What follows belongs to an exercise in optimizing a design on an open flow for small area; a production flow would make more cautious choices. Function was checked by simulation only, so behaviour that the tests miss may differ from the original. Power figures rest on the tool's default switching activity, not on a simulated workload.

`flow/config.mk`:
```
export PLATFORM = sky130hd
export DESIGN_NAME = silent_top
export DESIGN_NICKNAME = silent_top
export VERILOG_FILES = /design/flow/design.v
export SDC_FILE = /design/flow/constraint.sdc
export NUM_CORES = 4
export LEC_CHECK = 0
export CAP_MARGIN = 20
export CORE_MARGIN = 2
export CORE_UTILIZATION = 40
export SLEW_MARGIN = 20
```
`flow/constraint.sdc`:
```
create_clock -name core_clock -period 6.0 [get_ports {CLK}]
set_input_delay 1.2000 -clock core_clock [delete_from_list [all_inputs] [get_ports {CLK}]]
set_output_delay 1.2000 -clock core_clock [all_outputs]
set_load 0.01 [all_outputs]
```
`flow/design.v`:
```
`default_nettype none
package silent_array_pkg;
  localparam int num_trans = 32;
  localparam int trans_idx_w = $clog2(num_trans);
  localparam int duty_w = 9;
  localparam int phase_w = 9;
  localparam int step_w = 9;   
endpackage
`default_nettype wire
`default_nettype none
package silent_timing_pkg;
  localparam int pwm_period = 512;
  localparam int half_period = pwm_period / 2;
  localparam int addsub_latency = 2;   
  localparam int calc_w = 11;   
endpackage
`default_nettype wire
`timescale 1ns/1ps
`default_nettype none
module addsub (
  input  logic [8:0] cd,
  input  logic [8:0] cp,
  input  logic [8:0] td,
  input  logic [8:0] tp,
  input  logic [8:0] step,
  output logic [8:0] nd,
  output logic [8:0] np
);
  logic [9:0] dd;
  logic       d_up;
  logic [8:0] d_mag;
  logic [9:0] pd;
  logic [8:0] e;
  logic       p_up;
  logic [8:0] p_mag;
  assign dd    = {1'b0, td} - {1'b0, cd};
  assign d_up  = ~dd[9];
  assign d_mag = d_up ? dd[8:0] : 9'(-dd[8:0]);
  assign nd    = (d_mag > step) ? (d_up ? cd + step : cd - step) : td;
  assign pd    = {1'b0, tp} - {1'b0, cp};
  assign e     = pd[8:0];
  assign p_up  = ~e[8] | (e == 9'd256 && !pd[9]);
  assign p_mag = p_up ? e : 9'(-e);
  assign np    = (p_mag > step) ? (p_up ? cp + step : cp - step) : tp;
endmodule
`default_nettype wire
`timescale 1ns/1ps
`default_nettype none
module target_ram (
  input  logic       CLK,
  input  logic       accept,
  input  logic       wr_en,
  input  logic [4:0] wr_idx,
  input  logic [8:0] wr_duty,
  input  logic [8:0] wr_phase,
  output logic [8:0] tgt_duty,
  output logic [8:0] tgt_phase
);
  logic [17:0] mem  [32];
  logic [17:0] ring [32];
  always_ff @(posedge CLK) begin
    for (int i = 0; i < 32; i++) begin
      if (wr_en && wr_idx == 5'(i)) mem[i] <= {wr_duty, wr_phase};
      ring[i] <= accept ? mem[i] : ring[(i + 1) % 32];
    end
  end
  assign tgt_duty  = ring[22][17:9];
  assign tgt_phase = ring[22][8:0];
endmodule
`default_nettype wire
`timescale 1ns/1ps
`default_nettype none
module silencer (
  input  logic         CLK,
  input  logic         rst_n,
  input  logic         update,
  input  logic [8:0]   step,
  input  logic [8:0]   tgt_duty,
  input  logic [8:0]   tgt_phase,
  output logic         accept,
  output logic         busy,
  output logic         dout_valid,
  output logic [8:0]   dout_duty,
  output logic [8:0]   dout_phase,
  output logic [287:0] shd_duty,
  output logic [287:0] shd_phase,
  output logic [31:0]  shd_zero
);
  logic [5:0] seq;
  logic [8:0] step_q;
  logic [4:0] k;
  logic [8:0] cd, cp;
  assign busy       = |seq;
  assign accept     = rst_n && update && !busy;
  assign dout_valid = seq[5];
  assign k          = seq[4:0];
  always_ff @(posedge CLK) begin
    if (!rst_n)      seq <= '0;
    else if (accept) seq <= 6'd22;
    else if (busy)   seq <= seq + 1'b1;
    if (accept) step_q <= step;
  end
  assign cd = shd_zero[k] ? 9'd0 : shd_duty[k*9 +: 9];
  assign cp = shd_zero[k] ? 9'd0 : shd_phase[k*9 +: 9];
  addsub calc (.cd(cd), .cp(cp), .td(tgt_duty), .tp(tgt_phase), .step(step_q),
    .nd(dout_duty), .np(dout_phase));
  always_ff @(posedge CLK) begin
    for (int i = 0; i < 32; i++) begin
      if (!rst_n) begin
        shd_zero[i] <= 1'b1;
      end else if (dout_valid && k == 5'(i)) begin
        shd_zero[i] <= 1'b0;
      end
      if (dout_valid && k == 5'(i)) begin
        shd_duty[i*9 +: 9]  <= dout_duty;
        shd_phase[i*9 +: 9] <= dout_phase;
      end
    end
  end
endmodule
`default_nettype wire
`timescale 1ns/1ps
`default_nettype none
module pwm_array (
  input  logic         CLK,
  input  logic         rst_n,
  input  logic [287:0] shd_duty,
  input  logic [287:0] shd_phase,
  input  logic [31:0]  shd_zero,
  output logic [31:0]  pwm_out
);
  logic [8:0]  act_duty  [32];
  logic [8:0]  act_phase [32];
  logic [31:0] act_zero;
  logic [8:0]  cnt;
  logic        cnt_last;
  assign cnt_last = &cnt;
  always_ff @(posedge CLK) begin
    if (!rst_n) cnt <= '0;
    else        cnt <= cnt + 1'b1;
    if (!rst_n)        act_zero <= '1;
    else if (cnt_last) act_zero <= shd_zero;
    for (int i = 0; i < 32; i++) begin
      if (cnt_last) begin
        act_duty[i]  <= shd_duty[i*9 +: 9];
        act_phase[i] <= shd_phase[i*9 +: 9];
      end
    end
  end
  always_comb begin
    for (int i = 0; i < 32; i++) begin
      pwm_out[i] = !act_zero[i] && (9'(cnt - act_phase[i]) < act_duty[i]);
    end
  end
endmodule
`default_nettype wire
`timescale 1ns/1ps
`default_nettype none
module silent_top (
  input  logic        CLK,
  input  logic        rst_n,
  input  logic        update,
  input  logic [8:0]  step,
  input  logic        wr_en,
  input  logic [4:0]  wr_idx,
  input  logic [8:0]  wr_duty,
  input  logic [8:0]  wr_phase,
  output logic        busy,
  output logic        drive_valid,
  output logic [8:0]  drive_duty,
  output logic [8:0]  drive_phase,
  output logic [31:0] pwm_out
);
  logic         accept;
  logic [8:0]   tgt_duty, tgt_phase;
  logic [287:0] shd_duty, shd_phase;
  logic [31:0]  shd_zero;
  target_ram target_ram_inst (
    .CLK(CLK), .accept(accept),
    .wr_en(wr_en), .wr_idx(wr_idx), .wr_duty(wr_duty), .wr_phase(wr_phase),
    .tgt_duty(tgt_duty), .tgt_phase(tgt_phase)
  );
  silencer silencer_inst (
    .CLK(CLK), .rst_n(rst_n), .update(update), .step(step),
    .tgt_duty(tgt_duty), .tgt_phase(tgt_phase), .accept(accept), .busy(busy),
    .dout_valid(drive_valid), .dout_duty(drive_duty), .dout_phase(drive_phase),
    .shd_duty(shd_duty), .shd_phase(shd_phase), .shd_zero(shd_zero)
  );
  pwm_array pwm_array_inst (
    .CLK(CLK), .rst_n(rst_n), .shd_duty(shd_duty), .shd_phase(shd_phase),
    .shd_zero(shd_zero), .pwm_out(pwm_out)
  );
endmodule
`default_nettype wire
```
`flow/run.sh`:
```
#!/bin/bash
# synth_recipe.tcl (not shown) runs the flow's synth.tcl, then flattens the netlist and writes it again
# the make line also repeats each setting of config.mk as NAME=value (left out here)
make -C /OpenROAD-flow-scripts/flow DESIGN_CONFIG=/design/flow/config.mk WORK_HOME=/design/flow/orfs CLKGATE_MAP_FILE= SYNTH_SCRIPT=/design/flow/synth_recipe.tcl finish
```
==> results by group, run 1 <==
Status
  • Status: complete, but fails checks
  • Layout Check Fails: setup timing

GRT
  • Grt total ovfl: 0
  • Vias in the first global route: 54829
  • Total GRT Usage: 20.5%
  • Initial antenna violation count: 20
  • Largest net degree at the start of global routing: 120
  • First-pass GRT wire length: 373000 um

Timing
  • Final setup TNS: -380440 ps
  • Crit share post-route: 140%
  • RSZ-0062 raised after global routing: true
  • Final Critical Period: 8380 ps
  • Worst Setup Slack, final: -2380 ps
  • Slew Limit Fails: 0
  • Skew final: 86.9 ps
  • Slew HR: 34.8%
  • Final Hold Fails: 0
  • # setup viols final: 621
  • Worst-Margin Slew: 978 ps
  • F_max: 0.119 GHz

Power and ir drop
  • PD cells: 576 nW/um2
  • LEAKAGE: 46.1 nW
  • Total power: 0.0680 W
  • Worst VDD drop: 1.76 mV

Synthesis
  • Synth Cell Area: 97400 um2
  • Proportion of netlist area held by the largest area contributor: 53.5%
  • Syn Inst Count: 6249
  • Syn_nets: 6898
  • Avg Inst Size Synth: 15.6 um2
  • Area leader, netlist: edfxtp_1
  • Seq/Total Area, Yosys: 67.0%
  • Ys flop type: edfxtp_1
  • YS warnings: 7
  • Number of enable flip-flop cells after synthesis: 1737
  • Yosys cell types: 58
  • Register bit total from synthesis: 2392
  • Async SR Flop Fraction: 0%
  • Synth area leaders: edfxtp_1 (54%), dfxtp_1 (13%), ha_1 (7.4%)

Floorplan
  • DIE WIDTH: 498 um
  • Die Span Y: 498 um
  • Die area: 248000 um2
  • Core area: 243000 um2
  • Number of I/O pins: 88
  • Starting Density: 40.1%
  • # rows: 181

CTS
  • CTS Buf Count: 237
  • Num Clock Sinks: 2392
  • CTS tree: yes
  • Clock Path Buffers: 3
  • Worst-Skew Late Latency: 900 ps
  • CTS H-tree depth: 4
  • Clock transition at path regs: 60 ps
  • Cts-stage hold buffer count: 0
  • Root Buffer: clkbuf_16

Worst setup path
  • Reg2Reg Depth: 28
  • Crit Path Category: flip-flop to primary output
  • Crit Path Max Fanout: 8
  • Reg2reg end: silencer_inst.shd_phase[152]$_DFFE_PP_
  • CP Capture Type: primary output
  • Setup crit start kind: flip-flop
  • Req. time, crit path: 4800 ps
  • Arrival time at the worst endpoint: 7180 ps
  • Reg2Reg Launch Point: silencer_inst.seq[0]$_SDFFE_PP0N_
  • Flop2flop setup slack: -910 ps

Detailed routing
  • Vias per inst: 5.02
  • ANT nets after route: 0
  • Drt drc: 0
  • Metal2 WL: 119000 um
  • DR iter-0 viols: 4906
  • DR top layer: met5
  • Total number of vias: 53867
  • Final wirelength: 257000 um
  • M1 WL: 114000 um
  • Routed wl met3: 15100 um
  • Avg WL per Cell: 24.0 um
  • Pre-antenna DRT Iters: 6

Finish
  • Multi-input combinational cell area: 29500 um2
  • Final instance area: 118000 um2
  • Filler cells: 20659
  • Share of cells above drive strength 1: 28.8%
  • Core Util, Final: 48.6%
  • Area Growth Syn to Fin: 21.2%
  • Nets: 7950
  • Reg area: 65300 um2

Hold path
  • Worst hold stages: 1
  • Min-delay src: target_ram_inst.ring[31][16]$_DFF_P_
  • Worst hold path type: flip-flop to flip-flop
  • Sink of the worst hold path: target_ram_inst.ring[30][16]$_DFF_P_

Placement
  • RD Place Congestion: 0.900
  • Area post-placement: 109000 um2
  • PortBufs: 87
  • DP HPWL: 175000 um

Job
  • # Max-Cap Violations: 0
## final cells by class
cell class | instances | share of cell area (%)
diodes | 2 | 0.00424
clock buffers | 324 | 5.61
clock inverters | 131 | 1.30
inverters | 737 | 2.34
multi-input cells | 2976 | 25.0
flip-flops and latches | 2392 | 55.3
well taps | 3202 | 3.39
repair buffers | 957 | 7.05
## per-stage QoR
stage          hold slack (ps)  cells  setup WS (ps)
2_1_floorplan              418   6249          -1370
3_3_place_gp               424  10209          -1960
3_5_place_dp               430  10210          -2000
4_1_cts                    396  10700          -2470
5_1_grt                    409  10720          -2610
6_report                   405  10721          -2380
## registers in the layout, summed over array words and instances (netlist names)
signal and flops:
pwm_array_inst.act_phase 288, silencer_inst.seq 6, silencer_inst.shd_phase 288, pwm_array_inst.act_duty 288
target_ram_inst.ring 576, silencer_inst.step_q 9, silencer_inst.shd_duty 288, target_ram_inst.mem 576
pwm_array_inst.cnt 9, pwm_array_inst.act_zero 32, silencer_inst.shd_zero 32
## report_power, final
part | total [W] | switching (W) | internal (W)
Clock | 0.0153 | 0.00643 | 0.00884
Combinational | 0.0277 | 0.0167 | 0.0110
Sequential | 0.0251 | 0.000769 | 0.0243
## what timing repair did
action                     CTS  global route
pin swaps                   22            33
setup endpoints to repair  626           626
cloned                       5             3
resized for setup          158           120
setup buffers               30            18
## critical path, cell delays in order (launching register included)
cell and delay, ps:
dfxtp_4 370, buf_12 170, buf_6 120, mux4_2 540, mux4_2 590, nand2_2 120, a21oi_4 70, ha_4 160
inv_2 50, fa_2 460, inv_2 100, ha_4 130, nand2_2 40, or3b_4 400, nor4b_4 250, a21o_1 190
buf_6 120, mux2_4 310, fa_2 360, a21o_1 200, a21oi_2 200, o21ai_2 110, o41ai_2 320, xnor3_1 280
xnor2_1 130, mux2_4 330, buf_6 140
## Yosys cell counts (5+ instances only)
master / instances
nor2_1: 109
nor3_1: 20
buf_1: 12
nand2_1: 227
a21oi_1: 214
buf_4: 5
a2111oi_0: 32
inv_1: 736
o21a_1: 133
a21o_1: 62
nand2b_1: 28
nor2b_1: 28
xnor2_1: 213
or3_1: 7
edfxtp_1: 1737
xor2_1: 82
mux4_2: 176
buf_2: 66
fa_1: 36
mux2i_1: 47
clkbuf_1: 58
o21bai_1: 80
o21ai_0: 148
nand3_1: 18
a31oi_1: 5
dfxtp_1: 655
nand4_1: 6
and2_1: 38
mux2_2: 593
ha_1: 577
a21boi_0: 53
## worst max path at each step
stage                     endpoint                              start
global route        drive_phase[8]  silencer_inst.seq[0]$_SDFFE_PP0N_
finish              drive_phase[8]  silencer_inst.seq[0]$_SDFFE_PP0N_
detailed placement  drive_phase[0]  silencer_inst.seq[0]$_SDFFE_PP0N_
global placement    drive_phase[0]  silencer_inst.seq[0]$_SDFFE_PP0N_
CTS                 drive_phase[8]  silencer_inst.seq[0]$_SDFFE_PP0N_
floorplan           drive_phase[8]  silencer_inst.seq[0]$_SDFFE_PP0N_
## kinds of logic (layout without fill, tap and decap cells)
group                    count (synthesis)  after routing  synth area share [%]
AO/OA/AOI/OAI                          747            747                  4.89
AND/OR/NAND/NOR                        503            503                  2.34
XOR/XNOR                               297            297                  2.70
multiplexers                           816            816                  11.4
flip-flops                            2392           2392                  67.0
other                                    0              2                     0
adder cells (fa/ha/maj)                613            613                  8.15
buffers and inverters                  881           2149                  3.52
## cell usage in the layout (no fill, tap or decap), types with 31 or more instances in the layout
cell             Yosys  layout
edfxtp_1          1737    1737
buf_4                5     782
inv_1              736     733
dfxtp_1            655     642
mux2_2             593     580
ha_1               577     568
clkbuf_16            0     244
nand2_1            227     221
xnor2_1            213     212
a21oi_1            214     186
mux4_2             176     176
o21a_1             133     133
o21ai_0            148     121
nor2_1             109     109
xor2_1              82      81
o21bai_1            80      80
clkdlybuf4s50_1      0      60
a21o_1              62      57
clkbuf_1            58      55
buf_12               0      52
a21boi_0            53      50
mux2i_1             47      46
clkinv_2             0      41
clkinv_1             1      37
fa_1                36      34
and2_1              38      31
## metal layers
metal  up-vias  global-route usage [%]
li1      24825                       -
met1     27098                    28.4
met2      1549                    32.8
met3       383                    3.27
met4        12                    6.93
met5         -                       0
==> inputs of run 2 (changes only) <==
--- a/flow/design.v
+++ b/flow/design.v
@@ -62,8 +62,8 @@
     for (int i = 0; i < 32; i++) begin
-      if (wr_en && wr_idx == 5'(i)) mem[i] <= {wr_duty, wr_phase};
-      ring[i] <= accept ? mem[i] : ring[(i + 1) % 32];
-    end
-  end
-  assign tgt_duty  = ring[22][17:9];
-  assign tgt_phase = ring[22][8:0];
+      if (wr_en && wr_idx == 5'(i)) mem[i] <= (i % 2 == 0) ? ~{wr_duty, wr_phase} : {wr_duty, wr_phase};
+      ring[i] <= ~(accept ? mem[i] : ring[(i + 1) % 32]);
+    end
+  end
+  assign tgt_duty  = ~ring[23][17:9];   
+  assign tgt_phase = ~ring[23][8:0];
 endmodule
@@ -84,10 +84,15 @@
   output logic [8:0]   dout_phase,
-  output logic [287:0] shd_duty,
-  output logic [287:0] shd_phase,
+  output logic [287:0] shd_start,
+  output logic [287:0] shd_end,
+  output logic [31:0]  shd_init,
   output logic [31:0]  shd_zero
 );
-  logic [5:0] seq;
-  logic [8:0] step_q;
-  logic [4:0] k;
-  logic [8:0] cd, cp;
+  logic [5:0]  seq;
+  logic [8:0]  step_q;
+  logic [31:0] dec, rd_sel;
+  logic [8:0]  sp, se;
+  logic [8:0]  cd, cp;
+  logic [8:0]  nd, np;
+  logic [8:0]  new_end;
+  logic        new_init;
   assign busy       = |seq;
@@ -95,3 +100,2 @@
   assign dout_valid = seq[5];
-  assign k          = seq[4:0];
   always_ff @(posedge CLK) begin
@@ -102,6 +106,26 @@
   end
-  assign cd = shd_zero[k] ? 9'd0 : shd_duty[k*9 +: 9];
-  assign cp = shd_zero[k] ? 9'd0 : shd_phase[k*9 +: 9];
+  always_comb begin
+    for (int i = 0; i < 32; i++) begin
+      dec[i]    = seq[4:0] == 5'(i);
+      rd_sel[i] = dec[(i + 30) % 32] && !shd_zero[i];
+    end
+  end
+  always_comb begin
+    sp = '0;
+    se = '0;
+    for (int i = 0; i < 32; i++) begin
+      sp = sp | ({9{rd_sel[i]}} & shd_start[i*9 +: 9]);
+      se = se | ({9{rd_sel[i]}} & shd_end[i*9 +: 9]);
+    end
+  end
+  always_ff @(posedge CLK) begin
+    cp         <= sp;
+    cd         <= 9'(se - sp);
+    dout_duty  <= nd;
+    dout_phase <= np;
+  end
   addsub calc (.cd(cd), .cp(cp), .td(tgt_duty), .tp(tgt_phase), .step(step_q),
-    .nd(dout_duty), .np(dout_phase));
+    .nd(nd), .np(np));
+  assign new_end  = 9'(dout_phase + dout_duty);
+  assign new_init = 9'(-dout_phase) < dout_duty;   
   always_ff @(posedge CLK) begin
@@ -110,8 +134,9 @@
         shd_zero[i] <= 1'b1;
-      end else if (dout_valid && k == 5'(i)) begin
+      end else if (dout_valid && dec[i]) begin
         shd_zero[i] <= 1'b0;
       end
-      if (dout_valid && k == 5'(i)) begin
-        shd_duty[i*9 +: 9]  <= dout_duty;
-        shd_phase[i*9 +: 9] <= dout_phase;
+      if (dout_valid && dec[i]) begin
+        shd_start[i*9 +: 9] <= dout_phase;
+        shd_end[i*9 +: 9]   <= new_end;
+        shd_init[i]         <= new_init;
       end
@@ -126,4 +151,5 @@
   input  logic         rst_n,
-  input  logic [287:0] shd_duty,
-  input  logic [287:0] shd_phase,
+  input  logic [287:0] shd_start,
+  input  logic [287:0] shd_end,
+  input  logic [31:0]  shd_init,
   input  logic [31:0]  shd_zero,
@@ -131,11 +157,12 @@
 );
-  logic [8:0]  act_duty  [32];
-  logic [8:0]  act_phase [32];
+  logic [8:0]  act_start [32];
+  logic [8:0]  act_end   [32];
   logic [31:0] act_zero;
-  logic [8:0]  cnt;
+  logic [8:0]  cnt, cnt_n;
   logic        cnt_last;
   assign cnt_last = &cnt;
+  assign cnt_n    = cnt + 1'b1;
   always_ff @(posedge CLK) begin
     if (!rst_n) cnt <= '0;
-    else        cnt <= cnt + 1'b1;
+    else        cnt <= cnt_n;
     if (!rst_n)        act_zero <= '1;
@@ -144,10 +171,12 @@
       if (cnt_last) begin
-        act_duty[i]  <= shd_duty[i*9 +: 9];
-        act_phase[i] <= shd_phase[i*9 +: 9];
+        act_start[i] <= shd_start[i*9 +: 9];
+        act_end[i]   <= shd_end[i*9 +: 9];
       end
-    end
-  end
-  always_comb begin
-    for (int i = 0; i < 32; i++) begin
-      pwm_out[i] = !act_zero[i] && (9'(cnt - act_phase[i]) < act_duty[i]);
+      if (!rst_n)
+        pwm_out[i] <= 1'b0;
+      else if (cnt_last)
+        pwm_out[i] <= shd_init[i] && !shd_zero[i];
+      else
+        pwm_out[i] <= (pwm_out[i] || (!act_zero[i] && cnt_n == act_start[i]))
+                      && cnt_n != act_end[i];
     end
@@ -175,3 +204,4 @@
   logic [8:0]   tgt_duty, tgt_phase;
-  logic [287:0] shd_duty, shd_phase;
+  logic [287:0] shd_start, shd_end;
+  logic [31:0]  shd_init;
   logic [31:0]  shd_zero;
@@ -186,6 +216,6 @@
     .dout_valid(drive_valid), .dout_duty(drive_duty), .dout_phase(drive_phase),
-    .shd_duty(shd_duty), .shd_phase(shd_phase), .shd_zero(shd_zero)
+    .shd_start(shd_start), .shd_end(shd_end), .shd_init(shd_init), .shd_zero(shd_zero)
   );
   pwm_array pwm_array_inst (
-    .CLK(CLK), .rst_n(rst_n), .shd_duty(shd_duty), .shd_phase(shd_phase),
+    .CLK(CLK), .rst_n(rst_n), .shd_start(shd_start), .shd_end(shd_end), .shd_init(shd_init),
     .shd_zero(shd_zero), .pwm_out(pwm_out)
--- a/flow/config.mk
+++ b/flow/config.mk
@@ -9,3 +9,5 @@
 export CORE_MARGIN = 2
-export CORE_UTILIZATION = 40
+export CORE_UTILIZATION = 55
+export CTS_CLUSTER_DIAMETER = 80
+export CTS_CLUSTER_SIZE = 20
 export SLEW_MARGIN = 20
==> run 2 against run 1 <==
Hold slack got worse by 3.7 ps. Fmax is 75% higher. The run now finishes clean. Final cell count shrank 26%. Synthesized cell count down 13%. Power shrank 38%. Wire length up 5.4%. Synthesized area down 7.7%.
==> results by group, run 2 <==
Floorplan
  • # rows: 148 (-18%)
  • Core area: 163000 um2 (-33%)
  • DIE WIDTH: 408 um (-18%)
  • Starting Density: 55.3% (+15 points)
  • Die area: 167000 um2 (-33%)
  • Die Span Y: 408 um (-18%)
  • Number of I/O pins: 88 (unchanged)

Worst setup path
  • CP Capture Type: flip-flop
  • Arrival time at the worst endpoint: 5480 ps (-1700 ps)
  • CP Cell Sequence: nor2b_2 > and4_1 > buf_4 > a22oi_1 > nand4_1 > nor4_1 > buf_4 > inv_1 > fa_1 > nor2b_1 > o21ai_0 > nand2b_1 > a21o_1 > a21oi_1 > o21ai_0 > xnor2_1
  • Req. time, crit path: 6710 ps (+1910 ps)
  • Crit Path Max Fanout: 18 (+10)
  • CP peak stage delay: 790 ps (+200 ps)
  • Delay-heaviest family, CP: simple AND/OR/NAND/NOR gates
  • Crit Path Category: flip-flop to flip-flop
  • Critical path buffers and inverters: 3 (-3)
  • Setup crit start kind: flip-flop
  • Crit path max-delay cell type: dfxtp_1

Detailed routing
  • Total number of vias: 48391 (-10%)
  • Final wirelength: 271000 um (+5.4%)
  • Vias per inst: 6.09 (+21%)
  • DR iter-0 viols: 6464 (+32%)
  • ANT nets after route: 0 (unchanged)
  • Drt drc: 0 (unchanged)
  • Pre-antenna DRT Iters: 6 (unchanged)
  • Avg WL per Cell: 34.1 um (+42%)

CTS
  • Post-CTS Setup Bufs: 0 (-100%)
  • CTS Buf Count: 147 (-38%)
  • Clock transition at path regs: 80 ps (+20 ps)
  • CTS H-tree depth: 4 (unchanged)
  • Post-CTS sizing: 0 (-100%)
  • Clock Path Buffers: 3 (unchanged)
  • Worst-Skew Late Latency: 820 ps (-80 ps)
  • Num Clock Sinks: 2492 (+4.2%)
  • CTS tree: yes
  • Cts-stage hold buffer count: 0 (unchanged)
  • Root Buffer: clkbuf_16

Synthesis
  • Proportion of synthesized area in mux cells: 6.91% (-4.5 points)
  • Syn Inst Count: 5427 (-13%)
  • Area leader, netlist: edfxtp_1
  • Synth Area in Compound Gates: 3.86% (-1.0 points)
  • Yosys cell types: 74 (+28%)
  • YS warnings: 7 (unchanged)
  • Adder-cell share of the synthesized area: 1.37% (-6.8 points)
  • Register bit total from synthesis: 2492 (+4.2%)
  • Simple-gate portion of the synthesized area: 4.54% (+2.2 points)
  • Syn_nets: 5558 (-19%)
  • Top cells by count, synth: edfxtp_1 (1769), dfxtp_1 (723), mux2i_1 (619)
  • Largest family of logic cells by synthesized area: multiplexers
  • Async SR Flop Fraction: 0% (unchanged)
  • Synth Cell Area: 89900 um2 (-7.7%)
  • Seq/Total Area, Yosys: 75.2% (+8.2 points)
  • Synth area leaders: edfxtp_1 (59%), dfxtp_1 (16%), mux2i_1 (6.9%)
  • Ys flop type: edfxtp_1
  • Most frequent cell after synthesis: edfxtp_1
  • Avg Inst Size Synth: 16.6 um2 (+6.3%)
  • Proportion of netlist area held by the largest area contributor: 59.1% (+5.5 points)
  • Xor and xnor area share after synthesis: 6.38% (+3.7 points)
  • Number of enable flip-flop cells after synthesis: 1769 (+1.8%)

Placement
  • DP HPWL: 184000 um (+5.0%)
  • PortBufs: 87 (unchanged)
  • Area post-placement: 94700 um2 (-13%)
  • RD Place Congestion: 1.02 (+13%)

Timing
  • Slew Limit Fails: 0 (unchanged)
  • Final Critical Period: 4780 ps (-3600 ps)
  • Worst-Margin Slew: 1170 ps (+193 ps)
  • F_max: 0.209 GHz (+75%)
  • RSZ-0062 raised after global routing: false
  • Skew final: 40.2 ps (-46.7 ps)
  • Crit share post-route: 79.6% (-60 points)
  • Slew HR: 21.2% (-14 points)
  • Final Hold Fails: 0 (unchanged)
  • # setup viols final: 0 (-100%)

Job
  • # Max-Cap Violations: 0 (unchanged)

Finish
  • Area Growth Syn to Fin: 10.3%
  • Core Util, Final: 61.0% (+12 points)
  • Final instance area: 99200 um2 (-16%)
  • Commonest non-fill, non-tap cell in the layout: edfxtp_1
  • Reg area: 67600 um2 (+3.5%)
  • Nets: 5775 (-27%)
  • Most frequent cells in the layout: edfxtp_1 (1769), dfxtp_1 (711), mux2i_1 (619)
  • Filler cells: 12204 (-41%)
  • Share of cells above drive strength 1: 9.25% (-20 points)
  • Multi-input combinational cell area: 21400 um2 (-27%)
  • Largest regs: target_ram_inst.mem: 576 flops, target_ram_inst.ring: 576 flops

Hold path
  • Worst hold path type: flip-flop to flip-flop

Power and ir drop
  • Worst VDD drop: 0.658 mV (-63%)
  • LEAKAGE: 32.6 nW (-29%)
  • PD cells: 426 nW/um2 (-26%)

GRT
  • Total GRT Usage: 32.3% (+12 points)
  • Grt total ovfl: 0 (unchanged)
  • Vias in the first global route: 46731 (-15%)
  • First-pass GRT wire length: 374000 um (about the same)
  • Largest net degree at the start of global routing: 161 (+34%)
  • Initial antenna violation count: 10 (-50%)

Status
  • Status: timing/DRC/antenna clean
[run 2: changes by cell type in the layout (fill, tap and decap cells not counted), sizes merged, moves of 100 or more]
cell and delta:
a21oi -105, a22oi +181, buf -686, ha -488, inv -617, mux2 -591
mux2i +572, mux4 -176, nand2 -123, nand4 +100, nor4 +105, o21a -122
xor2 +295
[run 2: where the power goes]
group	internal (W)	switching [W]
registers	0.0222	0.000994
logic	0.00289	0.00570
clock network	0.00484	0.00568
[run 2: final cells by class]
type / count / share of cell area [%]
antenna: 2 / 0.00504
clock buffer: 243 / 4.12
clock inverter: 27 / 0.392
inverter: 112 / 0.424
multi-input combinational: 2603 / 21.6
sequential: 2492 / 68.1
tap: 2175 / 2.74
timing repair buffer: 288 / 2.60
[run 2: path summary, 6_finish.rpt]
kind | start | to | slack [ps] | depth (start not counted)
worst min register to register | target_ram_inst.ring[30][1]$_DFF_P_ | target_ram_inst.ring[29][1]$_DFF_P_ | 400 | 1
worst max-delay path | silencer_inst.seq[3]$_SDFFE_PP0N_ | silencer_inst.cd[8]$_DFF_P_ | 1220 | 16
worst max register to register | silencer_inst.seq[3]$_SDFFE_PP0N_ | silencer_inst.cd[8]$_DFF_P_ | 1220 | 16
worst min-delay path | target_ram_inst.ring[30][1]$_DFF_P_ | target_ram_inst.ring[29][1]$_DFF_P_ | 400 | 1
[run 2: metal layers]
layer | wire length [um] | up-vias | global-route usage (%)
li1 | - | 20740 | -
met1 | 106000 | 24747 | 43.1
met2 | 127000 | 2386 | 51.8
met3 | 24000 | 510 | 6.48
met4 | 13600 | 8 | 13.9
met5 | 54 | - | 0
[run 2: cell families after synthesis]
group | count (synthesis)
flip-flops | 2492
AND/OR/NAND/NOR | 738
XOR/XNOR | 655
multiplexers | 621
AO/OA/AOI/OAI | 494
buffers and inverters | 332
adder cells (fa/ha/maj) | 95
[run 2: per-stage QoR]
stage | power (W) | std cells | setup WS [ps] | setup TNS (ps) | hold WS, ps
CTS | 0.0425 | 7940 | 1210 | 0 | 390
floorplan | 0.0282 | 5427 | -84.7 | -2640 | 387
finish | 0.0423 | 7942 | 1220 | 0 | 401
global route | 0.0439 | 7940 | 899 | 0 | 406
detailed placement | 0.0322 | 7670 | 1290 | 0 | 392
global placement | 0.0322 | 7670 | 1310 | 0 | 388
==> inputs of run 3 (changes only) <==
--- a/flow/config.mk
+++ b/flow/config.mk
@@ -7,3 +7,3 @@
 export LEC_CHECK = 0
-export CAP_MARGIN = 20
+export CAP_MARGIN = 5
 export CORE_MARGIN = 2
@@ -12,2 +12,2 @@
 export CTS_CLUSTER_SIZE = 20
-export SLEW_MARGIN = 20
+export SLEW_MARGIN = 5
==> run 3 against run 2 <==
Via count barely moved. Critical path depth is 1 higher. Critical endpoint unchanged. Worst setup slack got worse by 20 ps. Die area did not move. Hold slack worse by 1.3 ps. Wire length about the same. Largest power group unchanged.
==> results by group, run 3 <==
Placement
  • Area post-placement: 94700 um2 (unchanged)
  • DP HPWL: 184000 um (unchanged)
  • RD Place Congestion: 1.02 (unchanged)
  • PortBufs: 87 (unchanged)
  • Placed cells: 7670 (unchanged)

Finish
  • Area Growth Syn to Fin: 10.3% (about the same)
  • Commonest non-fill, non-tap cell in the layout: edfxtp_1
  • Final instance area: 99200 um2 (about the same)
  • Core Util, Final: 61.0% (about the same)
  • Filler cells: 12202 (-0.016%)
  • Nets: 5776 (+0.017%)
  • Fin cells: 7943 (+0.013%)
  • Largest regs: target_ram_inst.mem: 576 flops, target_ram_inst.ring: 576 flops
  • Share of cells above drive strength 1: 9.26% (+0.016 points)
  • Most frequent cells in the layout: edfxtp_1 (1769), dfxtp_1 (711), mux2i_1 (619)

GRT
  • Total GRT Usage: 32.3% (unchanged)
  • Largest net degree at the start of global routing: 161 (unchanged)
  • Vias in the first global route: 46731 (unchanged)
  • Initial antenna violation count: 10 (unchanged)
  • Grt total ovfl: 0 (unchanged)
  • First-pass GRT wire length: 374000 um (unchanged)

Floorplan
  • Number of I/O pins: 88 (unchanged)
  • DIE WIDTH: 408 um (unchanged)
  • Core area: 163000 um2 (unchanged)
  • Die Span Y: 408 um (unchanged)
  • Die area: 167000 um2 (unchanged)
  • # rows: 148 (unchanged)
  • Starting Density: 55.3% (unchanged)

Timing
  • Skew final: 41.3 ps (+1.10 ps)
  • Slew HR: 21.2% (-0.049 points)
  • Final Critical Period: 4800 ps (+20.5 ps)
  • Crit share post-route: 79.9% (+0.34 points)
  • Slew Limit Fails: 0 (unchanged)
  • Final Hold Fails: 0 (unchanged)
  • RSZ-0062 raised after global routing: false
  • # setup viols final: 0 (unchanged)
  • F_max: 0.209 GHz (-0.43%)
  • WHS: 400 ps (-1.30 ps)
  • Worst-Margin Slew: 1170 ps (+0.736 ps)

Detailed routing
  • ANT nets after route: 0 (unchanged)
  • DR iter-0 viols: 6485 (+0.32%)
  • Final wirelength: 271000 um (about the same)
  • Total number of vias: 48435 (+0.091%)
  • Vias per inst: 6.10 (about the same)
  • Pre-antenna DRT Iters: 10 (+4)
  • Avg WL per Cell: 34.1 um (about the same)
  • Drt drc: 0 (unchanged)

Hold path
  • Worst hold stages: 1 (unchanged)
  • Worst hold path type: flip-flop to flip-flop

Worst setup path
  • Setup crit start kind: flip-flop
  • Arrival time at the worst endpoint: 5470 ps (about the same)
  • Crit Path Max Fanout: 16 (-2)
  • Crit Path Category: flip-flop to flip-flop
  • Req. time, crit path: 6670 ps (-40 ps)
  • CP Capture Type: flip-flop
  • Reg2Reg Depth: 17 (+1)

Synthesis
  • Top cells by count, synth: edfxtp_1 (1769), dfxtp_1 (723), mux2i_1 (619)
  • Seq/Total Area, Yosys: 75.2% (unchanged)
  • Async SR Flop Fraction: 0% (unchanged)
  • Area leader, netlist: edfxtp_1
  • Syn Inst Count: 5427 (unchanged)
  • Most frequent cell after synthesis: edfxtp_1
  • Yosys cell types: 74 (unchanged)
  • Proportion of netlist area held by the largest area contributor: 59.1% (unchanged)
  • Syn_nets: 5558 (unchanged)
  • YS warnings: 7 (unchanged)
  • Number of enable flip-flop cells after synthesis: 1769 (unchanged)
  • Synth Cell Area: 89900 um2 (unchanged)
  • Synth area leaders: edfxtp_1 (59%), dfxtp_1 (16%), mux2i_1 (6.9%)
  • Register bit total from synthesis: 2492 (unchanged)
  • Ys flop type: edfxtp_1
  • Avg Inst Size Synth: 16.6 um2 (unchanged)

CTS
  • CTS tree: yes
  • Num Clock Sinks: 2492 (unchanged)
  • Cts-stage hold buffer count: 0 (unchanged)
  • Clock Path Buffers: 3 (unchanged)
  • Post-CTS Setup Bufs: 0 (unchanged)
  • Clock transition at path regs: 90 ps (about the same)
  • Root Buffer: clkbuf_16
  • Worst-Skew Late Latency: 820 ps (about the same)
  • CTS H-tree depth: 4 (unchanged)
  • CTS Buf Count: 147 (unchanged)
  • Post-CTS sizing: 0 (unchanged)

Power and ir drop
  • Worst VDD drop: 0.651 mV (-1.1%)
  • PD cells: 427 nW/um2 (about the same)
  • LEAKAGE: 32.6 nW (about the same)
  • Total power: 0.0423 W (about the same)

Status
  • Status: timing/DRC/antenna clean

Job
  • # Max-Cap Violations: 0 (unchanged)
[run 3: cell counts after synthesis]
Identical to the previous run, type by type.
[run 3: kinds of logic after synthesis]
kind of cell / Yosys count / synth area share, %
AOI/OAI and AO/OA: 494 / 3.86
DFF: 2492 / 75.2
adders and majority gates: 95 / 1.37
buffers and inverters: 332 / 1.77
muxes: 621 / 6.91
and+or+nand+nor: 738 / 4.54
xor gates and xnor gates: 655 / 6.38
[run 3: report_power, final]
part / switching (W) / internal, W / total (W)
combinational: 0.00571 / 0.00290 / 0.00861
clock: 0.00570 / 0.00484 / 0.0105
sequential: 0.000998 / 0.0222 / 0.0232
total: 0.0124 / 0.0299 / 0.0423
[run 3: cell type report]
type                    instances  area, um2  area share [%]
diodes                          2       5.00         0.00504
clock buffers                 243       4090            4.12
clock inverters                27        389           0.392
inverters                     112        420           0.424
multi-input cells            2603      21400            21.6
flip-flops and latches       2492      67600            68.1
well taps                    2175       2720            2.74
repair buffers                289       2580            2.60
[run 3: layer usage]
| metal | wire length, um | up-vias | GRT usage (%) | share of wire [%] |
|---|---|---|---|---|
| met3 | 24400 | 506 | 6.48 | 9.0 |
| met4 | 13600 | 8 | 13.9 | 5.0 |
| met2 | 127000 | 2468 | 51.8 | 47 |
| li1 | - | 20748 | - | - |
| met1 | 106000 | 24705 | 43.1 | 39 |
| met5 | 54 | - | 0 | 0.020 |
[run 3: per-stage QoR]
stage	setup TNS (ps)	setup WS [ps]
2_1_floorplan	-2640	-84.7
4_1_cts	0	1210
5_1_grt	0	899
6_report	0	1200
3_5_place_dp	0	1290
3_3_place_gp	0	1310
[run 3: final timing paths]
kind | from | endpoint | slack [ps]
min reg2reg | target_ram_inst.ring[5][10]$_DFF_P_ | target_ram_inst.ring[4][10]$_DFF_P_ | 400
max | silencer_inst.seq[0]$_SDFFE_PP0N_ | silencer_inst.cd[8]$_DFF_P_ | 1200
min | target_ram_inst.ring[5][10]$_DFF_P_ | target_ram_inst.ring[4][10]$_DFF_P_ | 400
max reg2reg | silencer_inst.seq[0]$_SDFFE_PP0N_ | silencer_inst.cd[8]$_DFF_P_ | 1200
[run 3: worst max-delay path, stage by stage, from the launching register on]
cell	delay (ps)
dfxtp_1	430
inv_1	90
ha_1	360
and3b_1	300
and2_1	510
a22o_1	360
a221oi_1	330
nand3_1	140
nor4_1	540
buf_4	260
ha_1	270
nor2b_1	150
o21ai_0	140
nand2b_1	100
a21o_1	180
a21oi_1	200
o21ai_0	140
xnor2_1	150
==> inputs of run 4 (changes only) <==
--- a/flow/design.v
+++ b/flow/design.v
@@ -87,3 +87,4 @@
   output logic [31:0]  shd_init,
-  output logic [31:0]  shd_zero
+  output logic         zmode,
+  output logic [4:0]   zpos
 );
@@ -109,3 +110,3 @@
       dec[i]    = seq[4:0] == 5'(i);
-      rd_sel[i] = dec[(i + 30) % 32] && !shd_zero[i];
+      rd_sel[i] = dec[(i + 30) % 32];
     end
@@ -121,4 +122,4 @@
   always_ff @(posedge CLK) begin
-    cp         <= sp;
-    cd         <= 9'(se - sp);
+    cp         <= zmode ? 9'd0 : sp;   
+    cd         <= zmode ? 9'd0 : 9'(se - sp);
     dout_duty  <= nd;
@@ -128,2 +129,3 @@
     .nd(nd), .np(np));
+  assign zpos = dout_valid ? seq[4:0] : 5'd0;
   assign new_end  = 9'(dout_phase + dout_duty);
@@ -131,8 +133,5 @@
   always_ff @(posedge CLK) begin
-    for (int i = 0; i < 32; i++) begin
-      if (!rst_n) begin
-        shd_zero[i] <= 1'b1;
-      end else if (dout_valid && dec[i]) begin
-        shd_zero[i] <= 1'b0;
-      end
+    if (!rst_n)                      zmode <= 1'b1;
+    else if (dout_valid && dec[31]) zmode <= 1'b0;
+    for (int i = 0; i < 32; i++) begin
       if (dout_valid && dec[i]) begin
@@ -154,3 +153,4 @@
   input  logic [31:0]  shd_init,
-  input  logic [31:0]  shd_zero,
+  input  logic         zmode,
+  input  logic [4:0]   zpos,
   output logic [31:0]  pwm_out
@@ -159,3 +159,5 @@
   logic [8:0]  act_end   [32];
-  logic [31:0] act_zero;
+  logic [31:0] shd_zero, act_zero;
+  logic        azmode;
+  logic [4:0]  apos;
   logic [8:0]  cnt, cnt_n;
@@ -164,2 +166,8 @@
   assign cnt_n    = cnt + 1'b1;
+  always_comb begin
+    for (int i = 0; i < 32; i++) begin
+      shd_zero[i] = zmode && 5'(i) >= zpos;
+      act_zero[i] = azmode && 5'(i) >= apos;
+    end
+  end
   always_ff @(posedge CLK) begin
@@ -167,4 +175,9 @@
     else        cnt <= cnt_n;
-    if (!rst_n)        act_zero <= '1;
-    else if (cnt_last) act_zero <= shd_zero;
+    if (!rst_n) begin
+      azmode <= 1'b1;
+      apos   <= '0;
+    end else if (cnt_last) begin
+      azmode <= zmode;
+      apos   <= zpos;
+    end
     for (int i = 0; i < 32; i++) begin
@@ -206,3 +219,4 @@
   logic [31:0]  shd_init;
-  logic [31:0]  shd_zero;
+  logic         zmode;
+  logic [4:0]   zpos;
   target_ram target_ram_inst (
@@ -216,3 +230,3 @@
     .dout_valid(drive_valid), .dout_duty(drive_duty), .dout_phase(drive_phase),
-    .shd_start(shd_start), .shd_end(shd_end), .shd_init(shd_init), .shd_zero(shd_zero)
+    .shd_start(shd_start), .shd_end(shd_end), .shd_init(shd_init), .zmode(zmode), .zpos(zpos)
   );
@@ -220,3 +234,3 @@
     .CLK(CLK), .rst_n(rst_n), .shd_start(shd_start), .shd_end(shd_end), .shd_init(shd_init),
-    .shd_zero(shd_zero), .pwm_out(pwm_out)
+    .zmode(zmode), .zpos(zpos), .pwm_out(pwm_out)
   );
--- a/flow/config.mk
+++ b/flow/config.mk
@@ -7,3 +7,3 @@
 export LEC_CHECK = 0
-export CAP_MARGIN = 5
+export CAP_MARGIN = 20
 export CORE_MARGIN = 2
@@ -12,2 +12,2 @@
 export CTS_CLUSTER_SIZE = 20
-export SLEW_MARGIN = 5
+export SLEW_MARGIN = 20
==> run 4 against run 3 <==
Fmax decreased by 9.7%. Largest cell class unchanged. Highest routed layer unchanged. Synthesized cell count about the same. Synthesized area shrank 0.40%. Largest power group unchanged. Still clean on timing, DRC and antenna. Via count is 3.1% higher. Die area is 0.39% lower. Worst setup slack worse by 510 ps. Sequential power barely moved. Core utilization rose by 0.088 points. Combinational power rose by 29%. Critical path type unchanged.
==> results by group, run 4 <==
CTS
  • CTS tree: yes
  • Worst-Skew Late Latency: 840 ps (+20 ps)
  • Root Buffer: clkbuf_16
  • Num Clock Sinks: 2435 (-2.3%)
  • CTS H-tree depth: 4 (unchanged)
  • Post-CTS Setup Bufs: 0 (unchanged)
  • Clock Path Buffers: 3 (unchanged)
  • Clock transition at path regs: 90 ps (about the same)
  • CTS Buf Count: 146 (-0.68%)
  • Cts-stage hold buffer count: 0 (unchanged)
  • Post-CTS sizing: 0 (unchanged)

Timing
  • Slew HR: 17.9% (-3.3 points)
  • Final Hold Fails: 0 (unchanged)
  • F_max: 0.188 GHz (-9.7%)
  • Skew final: 49.7 ps (+8.40 ps)
  • Crit share post-route: 88.5% (+8.5 points)
  • Worst-Margin Slew: 1230 ps (+56.3 ps)
  • # setup viols final: 0 (unchanged)
  • Final Critical Period: 5310 ps (+513 ps)
  • Slew Limit Fails: 0 (unchanged)
  • Final setup TNS: 0 ps (unchanged)
  • RSZ-0062 raised after global routing: false

Worst setup path
  • Worst setup path start: silencer_inst.seq[0]$_SDFFE_PP0N_
  • Crit path max-delay cell type: dfxtp_1
  • Flop2flop setup slack: 690 ps (-510 ps)
  • CP Cell Sequence: ha_1 > nand2_1 > nor2_1 > buf_4 > buf_4 > a22o_1 > a221oi_1 > nand4_1 > nor3_1 > ha_1 > fa_1 > nor2b_1 > o21ai_0 > a21boi_0 > o21ai_0 > a21o_1 > a211oi_1 > nor3b_2
  • Critical Path Stages: 18 (+1)
  • Crit Path Max Fanout: 14 (-2)
  • Arrival time at the worst endpoint: 5990 ps (+520 ps)
  • Critical Path Sink: silencer_inst.cd[8]$_SDFF_PP0_
  • Req. time, crit path: 6690 ps (+20 ps)
  • Reg2Reg Depth: 18 (+1)
  • Reg2reg end: silencer_inst.cd[8]$_SDFF_PP0_
  • Setup crit start kind: flip-flop
  • CP Capture Type: flip-flop
  • Delay-heaviest family, CP: compound AO/OA/AOI/OAI gates
  • Crit Path Category: flip-flop to flip-flop
  • CP peak stage delay: 700 ps (+160 ps)
  • Critical path buffers and inverters: 2 (unchanged)
  • Reg2Reg Launch Point: silencer_inst.seq[0]$_SDFFE_PP0N_

Finish
  • Area Growth Syn to Fin: 10.7%
  • Commonest non-fill, non-tap cell in the layout: edfxtp_1
  • Largest regs: target_ram_inst.mem: 576 flops, target_ram_inst.ring: 576 flops
  • Share of cells above drive strength 1: 10.3% (+1.1 points)
  • Nets: 5814 (+0.66%)
  • Fin cells: 7984 (+0.52%)
  • Most frequent cells in the layout: edfxtp_1 (1769), dfxtp_1 (657), mux2i_1 (601)

Floorplan
  • Starting Density: 55.2% (-0.094 points)
  • Die area: 166000 um2 (-0.39%)
  • Number of I/O pins: 88 (unchanged)
  • # rows: 148 (unchanged)
  • Core area: 162000 um2 (-0.23%)
  • DIE WIDTH: 408 um (-0.20%)
  • Die Span Y: 408 um (-0.20%)

Synthesis
  • Area leader, netlist: edfxtp_1
  • Synth Cell Area: 89600 um2 (-0.40%)
  • Most frequent cell after synthesis: edfxtp_1
  • Syn_nets: 5554 (-0.072%)
  • Ys flop type: edfxtp_1
  • Async SR Flop Fraction: 0% (unchanged)
  • YS warnings: 7 (unchanged)
  • Proportion of netlist area held by the largest area contributor: 59.3% (+0.24 points)
  • Synth area leaders: edfxtp_1 (59%), dfxtp_1 (15%), mux2i_1 (6.7%)
  • Avg Inst Size Synth: 16.5 um2 (-0.32%)
  • Yosys cell types: 93 (+26%)
  • Seq/Total Area, Yosys: 74.2% (-0.97 points)
  • Number of enable flip-flop cells after synthesis: 1769 (unchanged)
  • Syn Inst Count: 5423 (-0.074%)
  • Top cells by count, synth: edfxtp_1 (1769), dfxtp_1 (666), mux2i_1 (601)
  • Register bit total from synthesis: 2435 (-2.3%)

Detailed routing
  • DR iter-0 viols: 6093 (-6.0%)
  • Vias per inst: 6.25 (+2.5%)
  • Pre-antenna DRT Iters: 6 (-4)
  • Avg WL per Cell: 38.1 um (+12%)
  • Drt drc: 0 (unchanged)
  • ANT nets after route: 0 (unchanged)
  • Final wirelength: 304000 um (+12%)
  • Total number of vias: 49916 (+3.1%)

Power and ir drop
  • Worst VDD drop: 0.688 mV (+5.7%)
  • PD cells: 448 nW/um2 (+5.0%)
  • Clk network pwr share: 23.4% (-1.5 points)
  • Pint: 0.0302 W (+0.88%)
  • Total power: 0.0444 W (+4.9%)
  • LEAKAGE: 32.4 nW (-0.59%)
  • Psw: 0.0142 W (+15%)
  • Share of total power in combinational logic: 25.1% (+4.8 points)
  • Switch share: 32.0% (+2.7 points)
  • Sequential share of power: 51.5% (-3.3 points)

GRT
  • Total GRT Usage: 36.4% (+4.1 points)
  • Initial antenna violation count: 14 (+4)
  • First-pass GRT wire length: 409000 um (+9.5%)
  • Vias in the first global route: 47728 (+2.1%)
  • Largest net degree at the start of global routing: 158 (-1.9%)
  • Grt total ovfl: 0 (unchanged)

Placement
  • Placed cells: 7710 (+0.52%)
  • RD Place Congestion: 1.05 (+2.7%)
  • PortBufs: 87 (unchanged)
  • DP HPWL: 218000 um (+18%)

Hold path
  • Worst hold path type: flip-flop to flip-flop
  • Worst hold stages: 1 (unchanged)

Job
  • # Max-Cap Violations: 0 (unchanged)

Status
  • Status: timing/DRC/antenna clean
[run 4: cell families after synthesis]
group	after synthesis	synth area share, %
mux	625	7.03
xor+xnor	626	6.20
buf+inv	342	1.97
fa+ha+maj	95	1.38
compound gates	643	5.33
flops	2435	74.2
simple gates	657	3.89
[run 4: worst min path at each step]
stage / start / end / slack [ps]
after detailed placement: target_ram_inst.ring[8][3]$_DFF_P_ / target_ram_inst.ring[7][3]$_DFF_P_ / 390
after global routing: target_ram_inst.ring[26][4]$_DFF_P_ / target_ram_inst.ring[25][4]$_DFF_P_ / 380
after floorplan: target_ram_inst.ring[1][0]$_DFF_P_ / target_ram_inst.ring[0][0]$_DFF_P_ / 390
after CTS: target_ram_inst.ring[26][4]$_DFF_P_ / target_ram_inst.ring[25][4]$_DFF_P_ / 370
after global placement: target_ram_inst.ring[7][4]$_DFF_P_ / target_ram_inst.ring[6][4]$_DFF_P_ / 390
final: target_ram_inst.ring[26][4]$_DFF_P_ / target_ram_inst.ring[25][4]$_DFF_P_ / 380
[run 4: metrics by stage]
step | cell area (um2) | utilization (%) | setup WS, ps | hold slack [ps]
after detailed placement | 94600 | 58.3 | 942 | 392
final | 99100 | 61.1 | 691 | 377
after CTS | 99100 | 61.1 | 796 | 375
after floorplan | 89700 | - | -55.8 | 387
after global placement | 94500 | 58.3 | 741 | 389
after global routing | 99100 | 61.1 | 521 | 384
[run 4: area by class of cell]
type | count | area (um2)
sequential | 2435 | 66500
fill | 12029 | 63100
multi-input combinational | 2646 | 21900
clock buffer | 235 | 3990
timing repair buffer | 356 | 3180
tap | 2175 | 2720
clock inverter | 29 | 504
inverter | 98 | 375
antenna | 10 | 25.0
[run 4: worst reg2reg max path, stage by stage, from the launching register on]
cell and delay (ps):
dfxtp_1 700, ha_1 630, nand2_1 200, nor2_1 650
buf_4 330, buf_4 180, a22o_1 150, a221oi_1 50
nand4_1 150, nor3_1 90, ha_1 240, fa_1 420
nor2b_1 160, o21ai_0 140, a21boi_0 290, o21ai_0 200
a21o_1 230, a211oi_1 280, nor3b_2 80
[run 4: metal layers]
metal  track usage [%]  vias up  share of wire, %
met3              6.99      602               8.2
met4              21.2       14               7.1
li1                  -    20993                 -
met5                 0        -             0.029
met1              46.5    25728                38
met2              58.3     2579                47
[run 4: power groups by stage]
| stage | Sequential, W | Clock [W] | Combinational (W) |
|---|---|---|---|
| global placement | 0.0233 | 0 | 0.0110 |
| finish | 0.0229 | 0.0104 | 0.0111 |
| CTS | 0.0229 | 0.0105 | 0.0112 |
| detailed placement | 0.0232 | 0 | 0.0111 |
| global route | 0.0230 | 0.0111 | 0.0118 |
| floorplan | 0.0228 | 0 | 0.00597 |
==> inputs of run 5 (changes only) <==
--- a/flow/config.mk
+++ b/flow/config.mk
@@ -9,5 +9,5 @@
 export CORE_MARGIN = 2
-export CORE_UTILIZATION = 55
+export CORE_UTILIZATION = 70
 export CTS_CLUSTER_DIAMETER = 80
-export CTS_CLUSTER_SIZE = 20
+export CTS_CLUSTER_SIZE = 26
 export SLEW_MARGIN = 20
==> run 5 against run 4 <==
Still clean. Hold slack gained 29 ps. Wire length grew 6.5%. Non-clock buffer count shrank 15. Critical path type unchanged. Largest cell class unchanged. Largest power group unchanged.
==> results by group, run 5 <==
Worst setup path
  • Crit path max-delay cell type: ha_1
  • CP Cell Sequence: ha_1 > and3_1 > ha_1 > a222oi_1 > o2111ai_1 > nor3_1 > ha_1 > fa_1 > nor2b_1 > o21ai_0 > a21boi_0 > o21ai_0 > a21o_1 > a211oi_1 > nor3b_2
  • Flop2flop setup slack: 680 ps (about the same)
  • Delay-heaviest family, CP: adder cells
  • Reg2reg end: silencer_inst.cd[8]$_SDFF_PP0_
  • Setup crit start kind: flip-flop
  • Most used cell, CP: ha_1
  • Critical path buffers and inverters: 0 (-2)
  • CP peak stage delay: 890 ps (+190 ps)
  • Req. time, crit path: 6630 ps (-60 ps)
  • Crit Path Category: flip-flop to flip-flop
  • Crit Path Max Fanout: 19 (+5)
  • Reg2Reg Depth: 15 (-3)
  • Reg2Reg Launch Point: silencer_inst.seq[0]$_SDFFE_PP0N_
  • Arrival time at the worst endpoint: 5950 ps (-40 ps)
  • CP Capture Type: flip-flop

Floorplan
  • # rows: 131 (-11%)
  • Starting Density: 70.3% (+15 points)
  • DIE WIDTH: 362 um (-11%)
  • Number of I/O pins: 88 (unchanged)
  • Die Span Y: 362 um (-11%)
  • Die area: 131000 um2 (-21%)
  • Core area: 127000 um2 (-21%)

CTS
  • Root Buffer: clkbuf_16
  • Clock Path Buffers: 3 (unchanged)
  • Clock transition at path regs: 100 ps (about the same)
  • Num Clock Sinks: 2435 (unchanged)
  • CTS Buf Count: 112 (-23%)
  • Post-CTS sizing: 0 (unchanged)
  • Post-CTS Setup Bufs: 0 (unchanged)
  • Cts-stage hold buffer count: 0 (unchanged)
  • Worst-Skew Late Latency: 830 ps (about the same)
  • CTS tree: yes
  • CTS H-tree depth: 3 (-1)

GRT
  • Grt total ovfl: 0 (unchanged)
  • First-pass GRT wire length: 436000 um (+6.6%)
  • Total GRT Usage: 49.5% (+13 points)
  • Vias in the first global route: 52423 (+9.8%)
  • Initial antenna violation count: 20 (+6)
  • Largest net degree at the start of global routing: 147 (-7.0%)

Placement
  • RD Place Congestion: 1.07 (+2.5%)
  • PortBufs: 87 (unchanged)
  • Area post-placement: 93700 um2 (-0.93%)
  • DP HPWL: 215000 um (-1.2%)

Finish
  • Most frequent cells in the layout: edfxtp_1 (1769), dfxtp_1 (661), mux2i_1 (601)
  • Largest regs: target_ram_inst.mem: 576 flops, target_ram_inst.ring: 576 flops
  • Commonest non-fill, non-tap cell in the layout: edfxtp_1
  • Filler cells: 6564 (-45%)
  • Share of cells above drive strength 1: 9.50% (-0.82 points)
  • Final instance area: 97500 um2 (-1.7%)
  • Nets: 5765 (-0.84%)
  • Area Growth Syn to Fin: 8.80%

Synthesis
  • Synth Area in Compound Gates: 5.33% (unchanged)
  • Number of enable flip-flop cells after synthesis: 1769 (unchanged)
  • Synth Cell Area: 89600 um2 (unchanged)
  • Xor and xnor area share after synthesis: 6.20% (unchanged)
  • Adder-cell share of the synthesized area: 1.38% (unchanged)
  • Proportion of netlist area held by the largest area contributor: 59.3% (unchanged)
  • Ys flop type: edfxtp_1
  • Async SR Flop Fraction: 0% (unchanged)
  • Seq/Total Area, Yosys: 74.2% (unchanged)
  • Proportion of synthesized area in mux cells: 7.03% (unchanged)
  • Register bit total from synthesis: 2435 (unchanged)
  • Most frequent cell after synthesis: edfxtp_1
  • Synth area leaders: edfxtp_1 (59%), dfxtp_1 (15%), mux2i_1 (6.7%)
  • YS warnings: 7 (unchanged)
  • Syn_nets: 5554 (unchanged)
  • Simple-gate portion of the synthesized area: 3.89% (unchanged)
  • Syn Inst Count: 5423 (unchanged)
  • Top cells by count, synth: edfxtp_1 (1769), dfxtp_1 (666), mux2i_1 (601)
  • Area leader, netlist: edfxtp_1
  • Largest family of logic cells by synthesized area: multiplexers
  • Avg Inst Size Synth: 16.5 um2 (unchanged)
  • Yosys cell types: 93 (unchanged)

Timing
  • Skew final: 75.4 ps (+25.7 ps)
  • # setup viols final: 0 (unchanged)
  • Slew Limit Fails: 0 (unchanged)
  • Worst-Margin Slew: 1350 ps (+119 ps)
  • Final setup TNS: 0 ps (unchanged)
  • F_max: 0.188 GHz (-0.17%)
  • Final Critical Period: 5320 ps (+9.28 ps)
  • Slew HR: 9.39% (-8.5 points)
  • Final Hold Fails: 0 (unchanged)
  • Crit share post-route: 88.6% (+0.15 points)
  • RSZ-0062 raised after global routing: false

Detailed routing
  • Final wirelength: 324000 um (+6.5%)
  • Metal2 WL: 147000 um (+3.0%)
  • DR top layer: met5
  • Total number of vias: 54570 (+9.3%)
  • Vias per inst: 7.38 (+18%)
  • M1 WL: 104000 um (-8.6%)
  • DR iter-0 viols: 10316 (+69%)
  • Routed wl met3: 40700 um (+63%)
  • Drt drc: 0 (unchanged)
  • Avg WL per Cell: 43.8 um (+15%)
  • ANT nets after route: 0 (unchanged)
  • Pre-antenna DRT Iters: 9 (+3)

Hold path
  • Min-delay src: target_ram_inst.ring[26][12]$_DFF_P_
  • Sink of the worst hold path: target_ram_inst.ring[25][12]$_DFF_P_
  • Worst hold path type: flip-flop to flip-flop
  • Worst hold stages: 1 (unchanged)

Power and ir drop
  • Worst VDD drop: 1.08 mV (+57%)
  • PD cells: 453 nW/um2 (+1.1%)
  • LEAKAGE: 31.9 nW (-1.6%)

Job
  • # Max-Cap Violations: 0 (unchanged)

Status
  • Status: timing/DRC/antenna clean
[run 5: per-stage QoR]
step                      utilization, %  hold slack, ps  total power (W)  setup slack (ps)  cells
after global placement              73.5             388           0.0335              1010   7177
after CTS                           76.5             396           0.0436               842   7389
after detailed placement            73.6             392           0.0340              1010   7180
final                               76.5             405           0.0442               682   7398
after global routing                76.5             415           0.0448               535   7391
after floorplan                        -             387           0.0288             -55.8   5423
[run 5: cell type report]
class                   instances  area (um2)  share of cell area, %
flip-flops and latches       2435       66500                   68.2
inverters                      98         375                  0.385
diodes                          7        17.5                 0.0180
multi-input cells            2646       21900                   22.5
well taps                    1662        2080                   2.13
clock inverters                27         549                  0.564
repair buffers                341        3010                   3.09
clock buffers                 182        3080                   3.16
[run 5: cells by family (layout without fill, tap and decap cells)]
kind of cell,count (synthesis),count (layout)
flops,2435,2435
simple gates,657,657
compound gates,643,643
xor+xnor,626,626
mux,625,625
buf+inv,342,648
fa+ha+maj,95,95
other cells,0,7
[run 5: how the worst max path moves through the flow]
stage	from	end	slack [ps]	depth (start not counted)
2_1_floorplan	pwm_array_inst.cnt[0]$_SDFF_PN0_	pwm_array_inst.pwm_out[6]$_SDFF_PN0_	-60	12
3_3_place_gp	silencer_inst.seq[0]$_SDFFE_PP0N_	silencer_inst.cd[8]$_SDFF_PP0_	1010	17
3_5_place_dp	silencer_inst.seq[0]$_SDFFE_PP0N_	silencer_inst.cd[8]$_SDFF_PP0_	1010	14
4_1_cts	silencer_inst.seq[0]$_SDFFE_PP0N_	busy	840	7
5_1_grt	target_ram_inst.ring[23][2]$_DFF_P_	silencer_inst.dout_phase[8]$_DFF_P_	540	17
6_report	silencer_inst.seq[0]$_SDFFE_PP0N_	silencer_inst.cd[8]$_SDFF_PP0_	680	15
[run 5: power by group]
group          switching, W  internal, W
clock network       0.00552      0.00382
registers           0.00151       0.0218
logic               0.00790      0.00360
[run 5: metal layers]
layer  vias to the layer above  global-route usage (%)
met5                         -                       0
met3                      1274                    11.6
met2                      5353                    77.1
li1                      20854                       -
met4                        32                    36.6
met1                     27057                    61.2
==> inputs of run 6 (changes only) <==
==> flow/flow/run.sh (new file) <==
#!/bin/bash
# The standard layout (the standard.sh, unchanged synthesis and steps)
# with one change: the buffers buffer_ports puts on every input and output
# port are sky130_fd_sc_hd__buf_1 cells instead of the default choice.
# ORFS writes each step's full log under orfs/logs; the make output goes to
# standard.log in this folder.
set -euo pipefail
here=$(pwd)
export BUFFER_PORTS_ARGS="-buffer_cell sky130_fd_sc_hd__buf_1"
bash "$here/standard.sh" > "$here/standard.log" 2>&1
==> flow/standard.sh (new file) <==
#!/bin/bash
# synth_recipe.tcl (not shown) runs the flow's synth.tcl, then flattens the netlist and writes it again
# the make line also repeats each setting of config.mk as NAME=value (left out here)
make -C /OpenROAD-flow-scripts/flow DESIGN_CONFIG=/design/flow/config.mk WORK_HOME=/design/flow/orfs CLKGATE_MAP_FILE= SYNTH_SCRIPT=/design/flow/synth_recipe.tcl "${@:-finish}"
removed: flow/run.sh
==> run 6 against run 5 <==
Still clean. Final cell count stayed put. Final area is 0.80% lower. Non-clock buffer count is 1 lower. Clock-buffer cell count is 2 higher. Via count is 1.5% lower. Clock skew is 8.3 ps lower. Sequential power hardly changed. Die area stayed put. Register-to-register slack better by 230 ps. Largest cell class unchanged.
==> results by group, run 6 <==
CTS
  • Clock transition at path regs: 100 ps (about the same)
  • Worst-Skew Late Latency: 830 ps (about the same)
  • CTS tree: yes
  • CTS Buf Count: 109 (-2.7%)
  • Post-CTS Setup Bufs: 0 (unchanged)
  • CTS H-tree depth: 3 (unchanged)
  • Clock Path Buffers: 3 (unchanged)
  • Cts-stage hold buffer count: 0 (unchanged)
  • Root Buffer: clkbuf_16
  • Post-CTS sizing: 0 (unchanged)
  • Num Clock Sinks: 2435 (unchanged)

Hold path
  • Worst hold path type: flip-flop to flip-flop
  • Worst hold stages: 1 (unchanged)

Placement
  • Area post-placement: 93200 um2 (-0.58%)
  • DP HPWL: 210000 um (-2.5%)
  • PortBufs: 87 (unchanged)
  • RD Place Congestion: 1.09 (+1.4%)

Synthesis
  • Top cells by count, synth: edfxtp_1 (1769), dfxtp_1 (666), mux2i_1 (601)
  • Number of enable flip-flop cells after synthesis: 1769 (unchanged)
  • Proportion of netlist area held by the largest area contributor: 59.3% (unchanged)
  • Async SR Flop Fraction: 0% (unchanged)
  • Syn_nets: 5554 (unchanged)
  • Synth Cell Area: 89600 um2 (unchanged)
  • Area leader, netlist: edfxtp_1
  • Syn Inst Count: 5423 (unchanged)
  • Seq/Total Area, Yosys: 74.2% (unchanged)
  • Ys flop type: edfxtp_1
  • Synth area leaders: edfxtp_1 (59%), dfxtp_1 (15%), mux2i_1 (6.7%)
  • Register bit total from synthesis: 2435 (unchanged)
  • Avg Inst Size Synth: 16.5 um2 (unchanged)
  • Yosys cell types: 93 (unchanged)
  • YS warnings: 7 (unchanged)
  • Most frequent cell after synthesis: edfxtp_1

Floorplan
  • Core area: 127000 um2 (unchanged)
  • Starting Density: 70.3% (unchanged)
  • Number of I/O pins: 88 (unchanged)
  • DIE WIDTH: 362 um (unchanged)
  • Die area: 131000 um2 (unchanged)
  • Die Span Y: 362 um (unchanged)
  • # rows: 131 (unchanged)

Detailed routing
  • Total number of vias: 53754 (-1.5%)
  • Drt drc: 0 (unchanged)
  • DR iter-0 viols: 8811 (-15%)
  • Final wirelength: 317000 um (-2.0%)
  • Pre-antenna DRT Iters: 7 (-2)
  • Avg WL per Cell: 42.9 um (-2.0%)
  • Vias per inst: 7.27 (-1.5%)
  • ANT nets after route: 0 (unchanged)

Power and ir drop
  • PD cells: 451 nW/um2 (-0.40%)
  • Worst VDD drop: 0.683 mV (-37%)
  • LEAKAGE: 31.6 nW (-1.0%)

Finish
  • Multi-input combinational cell area: 21900 um2 (about the same)
  • Final instance area: 96700 um2 (-0.80%)
  • Nets: 5761 (-0.069%)
  • Most frequent cells in the layout: edfxtp_1 (1769), dfxtp_1 (661), mux2i_1 (601)
  • Commonest non-fill, non-tap cell in the layout: edfxtp_1
  • Filler cells: 6634 (+1.1%)
  • Reg area: 66500 um2 (unchanged)
  • Core Util, Final: 75.9% (-0.61 points)
  • Share of cells above drive strength 1: 9.28% (-0.22 points)
  • Largest regs: target_ram_inst.mem: 576 flops, target_ram_inst.ring: 576 flops
  • Area Growth Syn to Fin: 7.92%

Worst setup path
  • CP Cell Sequence: buf_4 > ha_1 > and3_1 > ha_1 > buf_4 > a22oi_1 > o221ai_1 > nor2_1 > o21ai_0 > nor3_1 > ha_1 > nor2b_1 > o21ai_0 > a21boi_0 > o21ai_0 > a21o_1 > o211ai_1 > nor3b_2
  • Critical Path Stages: 18 (+3)
  • Crit path max-delay cell type: nor3_1
  • CP Capture Type: flip-flop
  • Req. time, crit path: 6670 ps (+40 ps)
  • Critical Path Sink: silencer_inst.cd[8]$_SDFF_PP0_
  • Delay-heaviest family, CP: compound AO/OA/AOI/OAI gates
  • CP peak stage delay: 510 ps (-380 ps)
  • Flop2flop setup slack: 910 ps (+230 ps)
  • Critical path buffers and inverters: 2 (+2)
  • Reg2Reg Launch Point: silencer_inst.seq[1]$_SDFFE_PN0P_
  • Worst setup path start: silencer_inst.seq[1]$_SDFFE_PN0P_
  • Reg2Reg Depth: 18 (+3)
  • Setup crit start kind: flip-flop
  • Reg2reg end: silencer_inst.cd[8]$_SDFF_PP0_
  • Arrival time at the worst endpoint: 5760 ps (-190 ps)
  • Crit Path Max Fanout: 14 (-5)
  • Crit Path Category: flip-flop to flip-flop

Timing
  • Skew final: 67.1 ps (-8.31 ps)
  • Crit share post-route: 84.8% (-3.8 points)
  • Final setup TNS: 0 ps (unchanged)
  • Final Hold Fails: 0 (unchanged)
  • # setup viols final: 0 (unchanged)
  • F_max: 0.196 GHz (+4.5%)
  • Slew HR: 15.0% (+5.6 points)
  • WHS: 408 ps (+2.67 ps)
  • Slew Limit Fails: 0 (unchanged)
  • Worst-Margin Slew: 1280 ps (-71.2 ps)
  • RSZ-0062 raised after global routing: false
  • Final Critical Period: 5090 ps (-229 ps)

GRT
  • Grt total ovfl: 0 (unchanged)
  • Largest net degree at the start of global routing: 167 (+14%)
  • Total GRT Usage: 47.5% (-2.0 points)
  • Vias in the first global route: 51261 (-2.2%)
  • Initial antenna violation count: 21 (+5.0%)
  • First-pass GRT wire length: 421000 um (-3.4%)

Job
  • # Max-Cap Violations: 0 (unchanged)

Status
  • Status: timing/DRC/antenna clean
-- run 6: area by class of cell --
class	count	share of cell area, %
clock buffer	184	3.11
tap	1662	2.15
clock inverter	22	0.409
antenna	11	0.0285
inverter	98	0.388
sequential	2435	68.8
timing repair buffer	340	2.53
multi-input combinational	2646	22.6
-- run 6: worst min-delay path by stage --
stage	endpoint	startpoint	slack [ps]
2_1_floorplan	target_ram_inst.ring[0][0]$_DFF_P_	target_ram_inst.ring[1][0]$_DFF_P_	390
3_5_place_dp	target_ram_inst.ring[9][16]$_DFF_P_	target_ram_inst.ring[10][16]$_DFF_P_	390
6_report	target_ram_inst.ring[5][1]$_DFF_P_	target_ram_inst.ring[6][1]$_DFF_P_	410
4_1_cts	target_ram_inst.ring[23][0]$_DFF_P_	target_ram_inst.ring[24][0]$_DFF_P_	400
5_1_grt	target_ram_inst.ring[15][11]$_DFF_P_	target_ram_inst.ring[16][11]$_DFF_P_	420
3_3_place_gp	target_ram_inst.ring[6][13]$_DFF_P_	target_ram_inst.ring[7][13]$_DFF_P_	390
-- run 6: kinds of logic after synthesis --
logic type | after synthesis | synth area share, %
compound gates | 643 | 5.33
buf+inv | 342 | 1.97
mux | 625 | 7.03
xor+xnor | 626 | 6.20
flops | 2435 | 74.2
fa+ha+maj | 95 | 1.38
simple gates | 657 | 3.89
-- run 6: through the flow --
step,instances,setup WS [ps],total power (W)
2_1_floorplan,5423,-55.8,0.0288
3_3_place_gp,7180,1140,0.0335
3_5_place_dp,7180,1050,0.0339
4_1_cts,7386,1060,0.0430
5_1_grt,7387,728,0.0444
6_report,7398,911,0.0436
-- run 6: metal layers --
layer  global-route usage, %  vias to the layer above  wire, um
met1                    59.5                    26740    104000
met4                    31.3                       20     30300
met3                    10.0                     1233     38000
li1                        -                    20860         -
met5                       0                        -       142
met2                    75.9                     4901    145000
-- run 6: power breakdown --
group	internal [W]	switching, W
Sequential	0.0218	0.00140
Clock	0.00359	0.00545
Combinational	0.00353	0.00787
Total	0.0289	0.0147

Setup slack of run 6, layout unchanged: 0.911 ns with ideal ports, 0.911 ns with driving cells assumed (clock clkbuf_16, inputs buf_2), 0.911 ns with port delays also shifted by the 0.880 ns mid clock arrival.
